This is an optimization exercise on Yosys and OpenROAD, whose aim is small area and a short achievable clock period, not a production implementation. In this exercise RTL edits were held to simulation tests only and were not proved equivalent to the original. No driver is modelled on the clock port, so clock power and skew are understated where the tree is cut down; a real chip needs a root buffer or a tree. Power is estimated from default activity; no workload was simulated.

## exp/cedar
## log2
module log2 #(
  parameter int FRAC_W = 5,
  parameter int MANT_W = 16
) (
  input  logic              clk,
  input  logic              rst_n,
  input  logic [7:0]        x,
  input  logic              validx,
  output logic [FRAC_W+2:0] y,
  output logic              validy
);
  logic [9:0] nrm;
  logic a20, a21, a22, a24, a25, a26, a27, a28, a29, a31;
  logic a32, a33, a34, a35, a36, a37, a38, a40, a42, a43;
  logic a44, a45, a46, a47, a48, a49, a50, a52, a53, a54;
  logic a55, a56, a57, a58, a59, a60, a61, a62, a63, a64;
  logic a66, a67, a69, a70, a71, a72, a74, a75;
  assign nrm[0] = x[0] & x[7];
  assign a20 = x[6] & ~x[7];
  assign a21 = x[0] & a20;
  assign a22 = x[1] & x[7];
  assign nrm[1] = a21 | a22;
  assign a24 = ~x[6] & ~x[7];
  assign a25 = x[5] & a24;
  assign a26 = x[0] & a25;
  assign a27 = x[1] & a20;
  assign a28 = x[2] & x[7];
  assign a29 = ~a27 & ~a28;
  assign nrm[2] = a26 | ~a29;
  assign a31 = x[1] & a25;
  assign a32 = x[0] & x[4];
  assign a33 = ~x[5] & a32;
  assign a34 = a24 & a33;
  assign a35 = x[2] & a20;
  assign a36 = x[3] & x[7];
  assign a37 = ~a35 & ~a36;
  assign a38 = ~a34 & a37;
  ...
For scale: roughly 110 cells after synthesis, about 20 flip-flops, ~20 I/O pins, roughly 890 µm² of cells after synthesis.
Settings: LEC_CHECK=0, CAP_MARGIN=20, CORE_AREA=2 2 62 62, DIE_AREA=0 0 64 64, PLACE_DENSITY=0.6, SETUP_SLACK_MARGIN=4.7, SLEW_MARGIN=20; clock period 7.0 ns.
standard.sh (not shown) runs the stock make flow with config.mk's settings and CLKGATE_MAP_FILE= SYNTH_SCRIPT=/design/flow/synth_recipe.tcl, a recipe that flattens the netlist after the stock synthesis.
==> flow/flow/run.sh <==
#!/bin/bash
# Layout flow: the standard ORFS flow (standard.sh) with two changes:
#  - synthesis is the standard flow's own script, except that its final ABC mapping call
#    uses flow/abc_map.script (area-oriented mapping of the AND/inverter
#    network in the RTL) in place of ORFS's speed script;
#    Yosys's own quick ABC pass inside synth is skipped (SYNTH_ARGS -noabc)
#    so that this mapping starts from the RTL's network, and the
#    half/full-adder extraction is left out (ADDER_MAP_FILE empty);
#  - the port buffers that global placement inserts are buf_1 cells;
#  - after CTS, flow/clock_one_buffer.tcl replaces the clock tree with one
#    clock buffer driving all the registers (there are only 20).
# Each step's full output goes to a log file in this folder, and ORFS's own
# per-step logs stay under orfs/logs/.
set -euo pipefail
W=$PWD
F=$W/flow

# Synthesis script: synth_recipe.tcl with the abc call redirected.
{
  head -n 1 synth_recipe.tcl
  cat <<TCL
proc abc {args} {
  set i [lsearch -exact \$args -script]
  if {[file exists {$F/abc_stage1.script}]} {
    # The logic feeding the first-stage registers (the cone of wire nrm)
    # is mapped first, with its own script.
    set a1 \$args
    lset a1 [expr {\$i + 1}] {$F/abc_stage1.script}
    yosys abc {*}\$a1 w:nrm %ci*
  }
  lset args [expr {\$i + 1}] {$F/abc_map.script}
  yosys abc {*}\$args
}
TCL
  tail -n +2 synth_recipe.tcl
} > own_synth.tcl

VARS=(
  "SYNTH_SCRIPT=$W/own_synth.tcl"
  "BUFFER_PORTS_ARGS=-buffer_cell sky130_fd_sc_hd__buf_1"
  "ADDER_MAP_FILE="
  "SYNTH_ARGS=-noabc"
  "POST_CTS_TCL=$F/clock_one_buffer.tcl"
  "CLOCK_ONE_BUFFER_CELL=sky130_fd_sc_hd__clkbuf_8"
)
bash standard.sh "${VARS[@]}" synth > synth.log 2>&1
bash standard.sh "${VARS[@]}" finish > layout.log 2>&1
==> flow/flow/abc_map.script <==
strash
amap
topo
buffer -p
upsize -D 1300
dnsize -D 1300
==> flow/flow/abc_stage1.script <==
strash
map -D 500
topo
buffer -p
upsize -D 500
dnsize -D 500
==> flow/flow/clock_one_buffer.tcl <==
# POST_CTS_TCL hook: the design has only a few registers, so CTS's two-level
# tree (a root buffer, leaf buffers and dummy loads) is replaced by a single
# clock buffer that drives every register's clock pin; every register still
# gets its clock through a buffer, the same one for all.
set block [ord::get_db_block]
set port_net [[$block findBTerm clk] getNet]
set sinks {}
set tree {}
set tree_nets {}
set todo [list $port_net]
# Walk the clock network from the port: registers are sinks, everything else
# on it (buffers, inverters, dummy loads) belongs to the tree.
while {[llength $todo]} {
  set net [lindex $todo 0]
  set todo [lrange $todo 1 end]
  foreach it [$net getITerms] {
    if {![$it isInputSignal]} continue
    set inst [$it getInst]
    if {[[$inst getMaster] isSequential]} {
      lappend sinks $it
    } elseif {[lsearch $tree $inst] < 0} {
      lappend tree $inst
      foreach ot [$inst getITerms] {
        if {[$ot isOutputSignal] && [$ot getNet] ne "NULL"} {
          lappend todo [$ot getNet]
          lappend tree_nets [$ot getNet]
        }
      }
    }
  }
}
puts "clock_one_buffer: [llength $sinks] clock sinks, removing [llength $tree] tree cells"
set xs 0; set ys 0
foreach it $sinks {
  lassign [[$it getInst] getLocation] x y
  set xs [expr {$xs + $x}]; set ys [expr {$ys + $y}]
  $it disconnect
}
foreach inst $tree { odb::dbInst_destroy $inst }
foreach net [lsort -unique $tree_nets] { odb::dbNet_destroy $net }
set master [[ord::get_db] findMaster $::env(CLOCK_ONE_BUFFER_CELL)]
set buf [odb::dbInst_create $block $master clkbuf_0_clk]
set net [odb::dbNet_create $block clknet_0_clk]
$net setSigType CLOCK
[$buf findITerm A] connect $port_net
[$buf findITerm X] connect $net
foreach it $sinks { $it connect $net }
set n [llength $sinks]
$buf setLocation [expr {int($xs / $n)}] [expr {int($ys / $n)}]
$buf setPlacementStatus PLACED
detailed_placement
check_placement -verbose
estimate_parasitics -placement
report_clock_skew

# Optionally give the input ports' buffers a stronger cell of the same
# function (the paths from the inputs are the design's longest).
if {[info exists ::env(INPUT_BUF_CELL)] && $::env(INPUT_BUF_CELL) ne ""} {
  set bm [[ord::get_db] findMaster $::env(INPUT_BUF_CELL)]
  foreach bt [$block getBTerms] {
    if {[$bt getIoType] ne "INPUT" || [$bt getName] eq "clk"} continue
    foreach it [[$bt getNet] getITerms] {
      set inst [$it getInst]
      if {[string match "sky130_fd_sc_hd__buf_*" [[$inst getMaster] getName]]} { $inst swapMaster $bm }
    }
  }
  detailed_placement
  estimate_parasitics -placement
}
Edits applied to the flow inputs when going from exp/cedar to exp/juniper:
-- flow/flow/run.sh --
<<< exp/cedar, line 44
  "CLOCK_ONE_BUFFER_CELL=sky130_fd_sc_hd__clkbuf_8"
)
>>> exp/juniper, line 44
  "CLOCK_ONE_BUFFER_CELL=sky130_fd_sc_hd__clkbuf_8"
  "INPUT_BUF_CELL=sky130_fd_sc_hd__buf_2"
)
==> flow/flow/abc_map.script <==
strash
amap
topo
-- flow/config.mk --
<<< exp/cedar, line 11
export PLACE_DENSITY = 0.6
export SETUP_SLACK_MARGIN = 4.7
export SLEW_MARGIN = 20
>>> exp/juniper, line 11
export PLACE_DENSITY = 0.6
export SETUP_SLACK_MARGIN = 4.8
export SLEW_MARGIN = 20
removed: flow/flow/abc_stage1.script
Results
- Critical path arrival ended up 0.02 ns higher on exp/juniper than on exp/cedar.
- Against exp/cedar, exp/juniper comes in 14 higher on number of filler cells placed in the layout.
- The final worst hold slack was comparable across exp/juniper and exp/cedar.
- exp/juniper ended up with sequential cells as its largest contributor to cell area by class; exp/cedar ended up with multi-input gates.
- Pin count of the biggest net entering global routing: exp/cedar vs exp/juniper identical
- Against exp/cedar, exp/juniper comes in about 3.7% higher on final non-filler cell area.
- exp/juniper vs exp/cedar: sequential share of layout area down in exp/juniper
- Reported combinational group power was lower in exp/juniper than in exp/cedar.
- NOTE: area growth from synthesis to layout in exp/juniper exceeds that of exp/cedar
- exp/juniper: no failed stages, no open violations at the end
- A highest layer used for signal routing of met3 is what exp/juniper shows, while met4 belongs to exp/cedar.
Edits applied to the flow inputs when going from exp/juniper to exp/amber:
==> flow/flow/abc_stage1.script (new file) <==
strash
map -D 400
topo
buffer -p
upsize -D 400
dnsize -D 400
-- flow/flow/clock_one_buffer.tcl --
<<< exp/juniper, line 69
}
>>> exp/amber, line 69
}

# Optionally the same for the output ports' buffers.
if {[info exists ::env(OUTPUT_BUF_CELL)] && $::env(OUTPUT_BUF_CELL) ne ""} {
  set bm [[ord::get_db] findMaster $::env(OUTPUT_BUF_CELL)]
  foreach bt [$block getBTerms] {
    if {[$bt getIoType] ne "OUTPUT"} continue
    foreach it [[$bt getNet] getITerms] {
      set inst [$it getInst]
      if {[$it isOutputSignal] && [string match "sky130_fd_sc_hd__buf_*" [[$inst getMaster] getName]]} { $inst swapMaster $bm }
    }
  }
  detailed_placement
  estimate_parasitics -placement
}
-- flow/config.mk --
<<< exp/juniper, line 11
export PLACE_DENSITY = 0.6
export SETUP_SLACK_MARGIN = 4.8
export SLEW_MARGIN = 20
>>> exp/amber, line 11
export PLACE_DENSITY = 0.6
export SETUP_SLACK_MARGIN = 4.7
export SLEW_MARGIN = 20
[summary]
On layout filler cell count, the higher figure sits with exp/juniper, not exp/amber. Measured against exp/juniper, the violation count after the first detailed-routing iteration of exp/amber comes out at 0.58 times the reference value. Against exp/juniper, exp/amber reports a final period utilization that is lower.
Relative to exp/amber, the following input files were edited for exp/zinc:
-- flow/flow/run.sh --
<<< exp/amber, line 44
  "CLOCK_ONE_BUFFER_CELL=sky130_fd_sc_hd__clkbuf_8"
  "INPUT_BUF_CELL=sky130_fd_sc_hd__buf_2"
)
>>> exp/zinc, line 44
  "CLOCK_ONE_BUFFER_CELL=sky130_fd_sc_hd__clkbuf_8"
)
==> flow/flow/abc_map.script <==
strash
amap
topo
buffer -p
upsize -D 1300
dnsize -D 1300
==> flow/flow/abc_stage1.script <==
strash
map -D 500
topo
buffer -p
upsize -D 500
dnsize -D 500
-- flow/flow/clock_one_buffer.tcl --
<<< exp/amber, line 69
}

# Optionally the same for the output ports' buffers.
if {[info exists ::env(OUTPUT_BUF_CELL)] && $::env(OUTPUT_BUF_CELL) ne ""} {
  set bm [[ord::get_db] findMaster $::env(OUTPUT_BUF_CELL)]
  foreach bt [$block getBTerms] {
    if {[$bt getIoType] ne "OUTPUT"} continue
    foreach it [[$bt getNet] getITerms] {
      set inst [$it getInst]
      if {[$it isOutputSignal] && [string match "sky130_fd_sc_hd__buf_*" [[$inst getMaster] getName]]} { $inst swapMaster $bm }
    }
  }
  detailed_placement
  estimate_parasitics -placement
}
>>> exp/zinc, line 69
}
-- flow/config.mk --
<<< exp/amber, line 11
export PLACE_DENSITY = 0.6
export SETUP_SLACK_MARGIN = 4.7
export SLEW_MARGIN = 20
>>> exp/zinc, line 11
export PLACE_DENSITY = 0.6
export SETUP_SLACK_MARGIN = 0
export SLEW_MARGIN = 20
==> comparison <==
exp/zinc against exp/amber; leakage dissipation is down slightly. Compared to exp/amber, exp/zinc has highest net fanout along the worst path 3 lower. [diff] clock power, exp/zinc relative to exp/amber: regression. Side by side, fmax turned out lower in exp/zinc than in exp/amber. HPWL after detailed placement of exp/zinc exceeds that of exp/amber by a few percent. Re wire length: exp/zinc is about 4% up on exp/amber.
Modified inputs, exp/tundra compared to exp/zinc
==> flow/flow/abc_map.script <==
strash
amap
topo
-- flow/config.mk --
<<< exp/zinc, line 11
export PLACE_DENSITY = 0.6
export SETUP_SLACK_MARGIN = 0
export SLEW_MARGIN = 20
>>> exp/tundra, line 11
export PLACE_DENSITY = 0.6
export SETUP_SLACK_MARGIN = 4.85
export SLEW_MARGIN = 20
removed: flow/flow/abc_stage1.script
[summary]
- exp/tundra against exp/zinc: minimum clock period after layout has decreased; register area higher; layout-stage area growth over the synthesis result grew by 15 points.
- As of exp/tundra, wire length of the first global-routing pass had fallen by more than 10% compared to exp/zinc.
- The final reports for exp/tundra and exp/zinc show multi-input combinational area share lower in the former.
- exp/tundra ends up with a worst setup slack that is 0.052 ns higher than in exp/zinc.
- Diff exp/zinc -> exp/tundra: sequential share of layout area dropped 1.5 points, switching component of the power dropped about 3.4%, longest individual stage delay on the worst path climbed 0.03 ns.
No run of this note takes its clock network from TritonCTS; it comes from the design's own scripts or RTL.

* * *

Starting RTL as in the previous note.
==> flow/config.mk <==
export PLATFORM = sky130hd
export DESIGN_NAME = log2
export DESIGN_NICKNAME = log2
export VERILOG_FILES = /design/flow/design.v
export SDC_FILE = /design/flow/constraint.sdc
export NUM_CORES = 4
export LEC_CHECK = 0
export CAP_MARGIN = 20
export CORE_AREA = 2 2 62 62
export DIE_AREA = 0 0 64 64
export PLACE_DENSITY = 0.6
export SETUP_SLACK_MARGIN = 4.7
export SLEW_MARGIN = 20
==> flow/constraint.sdc <==
create_clock -name core_clock -period 7.0 [get_ports {clk}]
set_input_delay 1.4000 -clock core_clock [delete_from_list [all_inputs] [get_ports {clk}]]
set_output_delay 1.4000 -clock core_clock [all_outputs]
set_load 0.01 [all_outputs]
==> flow/flow/run.sh <==
#!/bin/bash
# Layout flow: the standard ORFS flow (standard.sh) with two changes:
#  - synthesis is the standard flow's own script, except that its final ABC mapping call
#    uses flow/abc_map.script (area-oriented mapping of the AND/inverter
#    network in the RTL) in place of ORFS's speed script;
#    Yosys's own quick ABC pass inside synth is skipped (SYNTH_ARGS -noabc)
#    so that this mapping starts from the RTL's network, and the
#    half/full-adder extraction is left out (ADDER_MAP_FILE empty);
#  - the port buffers that global placement inserts are buf_1 cells;
#  - after CTS, flow/clock_one_buffer.tcl replaces the clock tree with one
#    clock buffer driving all the registers (there are only 20).
# Each step's full output goes to a log file in this folder, and ORFS's own
# per-step logs stay under orfs/logs/.
set -euo pipefail
W=$PWD
F=$W/flow

# Synthesis script: synth_recipe.tcl with the abc call redirected.
{
  head -n 1 synth_recipe.tcl
  cat <<TCL
proc abc {args} {
  set i [lsearch -exact \$args -script]
  if {[file exists {$F/abc_stage1.script}]} {
    # The logic feeding the first-stage registers (the cone of wire nrm)
    # is mapped first, with its own script.
    set a1 \$args
    lset a1 [expr {\$i + 1}] {$F/abc_stage1.script}
    yosys abc {*}\$a1 w:nrm %ci*
  }
  lset args [expr {\$i + 1}] {$F/abc_map.script}
  yosys abc {*}\$args
}
TCL
  tail -n +2 synth_recipe.tcl
} > own_synth.tcl

VARS=(
  "SYNTH_SCRIPT=$W/own_synth.tcl"
  "BUFFER_PORTS_ARGS=-buffer_cell sky130_fd_sc_hd__buf_1"
  "ADDER_MAP_FILE="
  "SYNTH_ARGS=-noabc"
  "POST_CTS_TCL=$F/clock_one_buffer.tcl"
  "CLOCK_ONE_BUFFER_CELL=sky130_fd_sc_hd__clkbuf_8"
)
bash standard.sh "${VARS[@]}" synth > synth.log 2>&1
bash standard.sh "${VARS[@]}" finish > layout.log 2>&1
==> flow/flow/abc_map.script <==
strash
amap
topo
buffer -p
upsize -D 1300
dnsize -D 1300
==> flow/flow/abc_stage1.script <==
strash
map -D 450
topo
buffer -p
upsize -D 450
dnsize -D 450
==> flow/flow/clock_one_buffer.tcl <==
# POST_CTS_TCL hook: the design has only a few registers, so CTS's two-level
# tree (a root buffer, leaf buffers and dummy loads) is replaced by a single
# clock buffer that drives every register's clock pin; every register still
# gets its clock through a buffer, the same one for all.
set block [ord::get_db_block]
set port_net [[$block findBTerm clk] getNet]
set sinks {}
set tree {}
set tree_nets {}
set todo [list $port_net]
# Walk the clock network from the port: registers are sinks, everything else
# on it (buffers, inverters, dummy loads) belongs to the tree.
while {[llength $todo]} {
  set net [lindex $todo 0]
  set todo [lrange $todo 1 end]
  foreach it [$net getITerms] {
    if {![$it isInputSignal]} continue
    set inst [$it getInst]
    if {[[$inst getMaster] isSequential]} {
      lappend sinks $it
    } elseif {[lsearch $tree $inst] < 0} {
      lappend tree $inst
      foreach ot [$inst getITerms] {
        if {[$ot isOutputSignal] && [$ot getNet] ne "NULL"} {
          lappend todo [$ot getNet]
          lappend tree_nets [$ot getNet]
        }
      }
    }
  }
}
puts "clock_one_buffer: [llength $sinks] clock sinks, removing [llength $tree] tree cells"
set xs 0; set ys 0
foreach it $sinks {
  lassign [[$it getInst] getLocation] x y
  set xs [expr {$xs + $x}]; set ys [expr {$ys + $y}]
  $it disconnect
}
foreach inst $tree { odb::dbInst_destroy $inst }
foreach net [lsort -unique $tree_nets] { odb::dbNet_destroy $net }
set master [[ord::get_db] findMaster $::env(CLOCK_ONE_BUFFER_CELL)]
set buf [odb::dbInst_create $block $master clkbuf_0_clk]
set net [odb::dbNet_create $block clknet_0_clk]
$net setSigType CLOCK
[$buf findITerm A] connect $port_net
[$buf findITerm X] connect $net
foreach it $sinks { $it connect $net }
set n [llength $sinks]
$buf setLocation [expr {int($xs / $n)}] [expr {int($ys / $n)}]
$buf setPlacementStatus PLACED
detailed_placement
check_placement -verbose
estimate_parasitics -placement
report_clock_skew

# Optionally give the input ports' buffers a stronger cell of the same
# function (the paths from the inputs are the design's longest).
if {[info exists ::env(INPUT_BUF_CELL)] && $::env(INPUT_BUF_CELL) ne ""} {
  set bm [[ord::get_db] findMaster $::env(INPUT_BUF_CELL)]
  foreach bt [$block getBTerms] {
    if {[$bt getIoType] ne "INPUT" || [$bt getName] eq "clk"} continue
    foreach it [[$bt getNet] getITerms] {
      set inst [$it getInst]
      if {[string match "sky130_fd_sc_hd__buf_*" [[$inst getMaster] getName]]} { $inst swapMaster $bm }
    }
  }
  detailed_placement
  estimate_parasitics -placement
}
The baseline produced a clean layout.
Next try:
--- a/flow/flow/run.sh
+++ b/flow/flow/run.sh
@@ -44,2 +44,3 @@
   "CLOCK_ONE_BUFFER_CELL=sky130_fd_sc_hd__clkbuf_8"
+  "INPUT_BUF_CELL=sky130_fd_sc_hd__buf_2"
 )
==> flow/flow/abc_map.script (replaced) <==
strash
amap
topo
SETUP_SLACK_MARGIN = 4.75   (was 4.7)
removed: flow/flow/abc_stage1.script
Effect:
- global-route usage is lower by 1.1 points
- die area stays the same
- clock power falls by about 3%
- setup slack loses 0.065 ns
- via count shrinks by 4.6%
- power decreases by 1.8%
- register-to-register slack loses 0.08 ns
- final cell count came out lower by 0.58%
No run of this note takes its clock network from TritonCTS; it comes from the design's own scripts or RTL.

==> static timing again, ports no longer ideal <==
Ports are ideal in the flow. The routed layouts listed here were re-timed in OpenROAD.
Step 1: set_driving_cell puts a clkbuf_16 on clk and a buf_2 on each other input, an assumption about the parent block.
Step 2 moves the port delays by t, midway between the first and last clock arrival at a register: inputs arrive t later, outputs are due t later. That takes back most of the time a late clock gives input paths.
Three values: no drivers, after step 1, after step 2; two values: the first two.
| run | t, ns | setup WS [ns] | clock arrival spread, ns |
|---|---|---|---|
| exp/cedar | 0.182 | 4.865 / 4.864 / 4.681 | 0.001 / 0.001 |
| exp/juniper | 0.176 | 4.848 / 4.845 / 4.668 | 0.001 / 0.001 |
| exp/amber | 0.178 | 4.937 / 4.937 / 4.817 | 0.000 / 0.000 |
| exp/zinc | 0.182 | 4.865 / 4.864 / 4.681 | 0.001 / 0.001 |
| exp/tundra | 0.177 | 4.917 / 4.904 / 4.727 | 0.001 / 0.001 |
| the first run of note 2 | 0.182 | 4.889 / 4.887 / 4.705 | 0.001 / 0.001 |
| the second run of note 2 | 0.177 | 4.825 / 4.824 / 4.647 | 0.001 / 0.002 |
After both steps every run listed still meets setup and hold. For exp/tundra, which loses most, drivers alone change the setup slack by -0.013 ns; drivers and shift together by -0.190 ns.
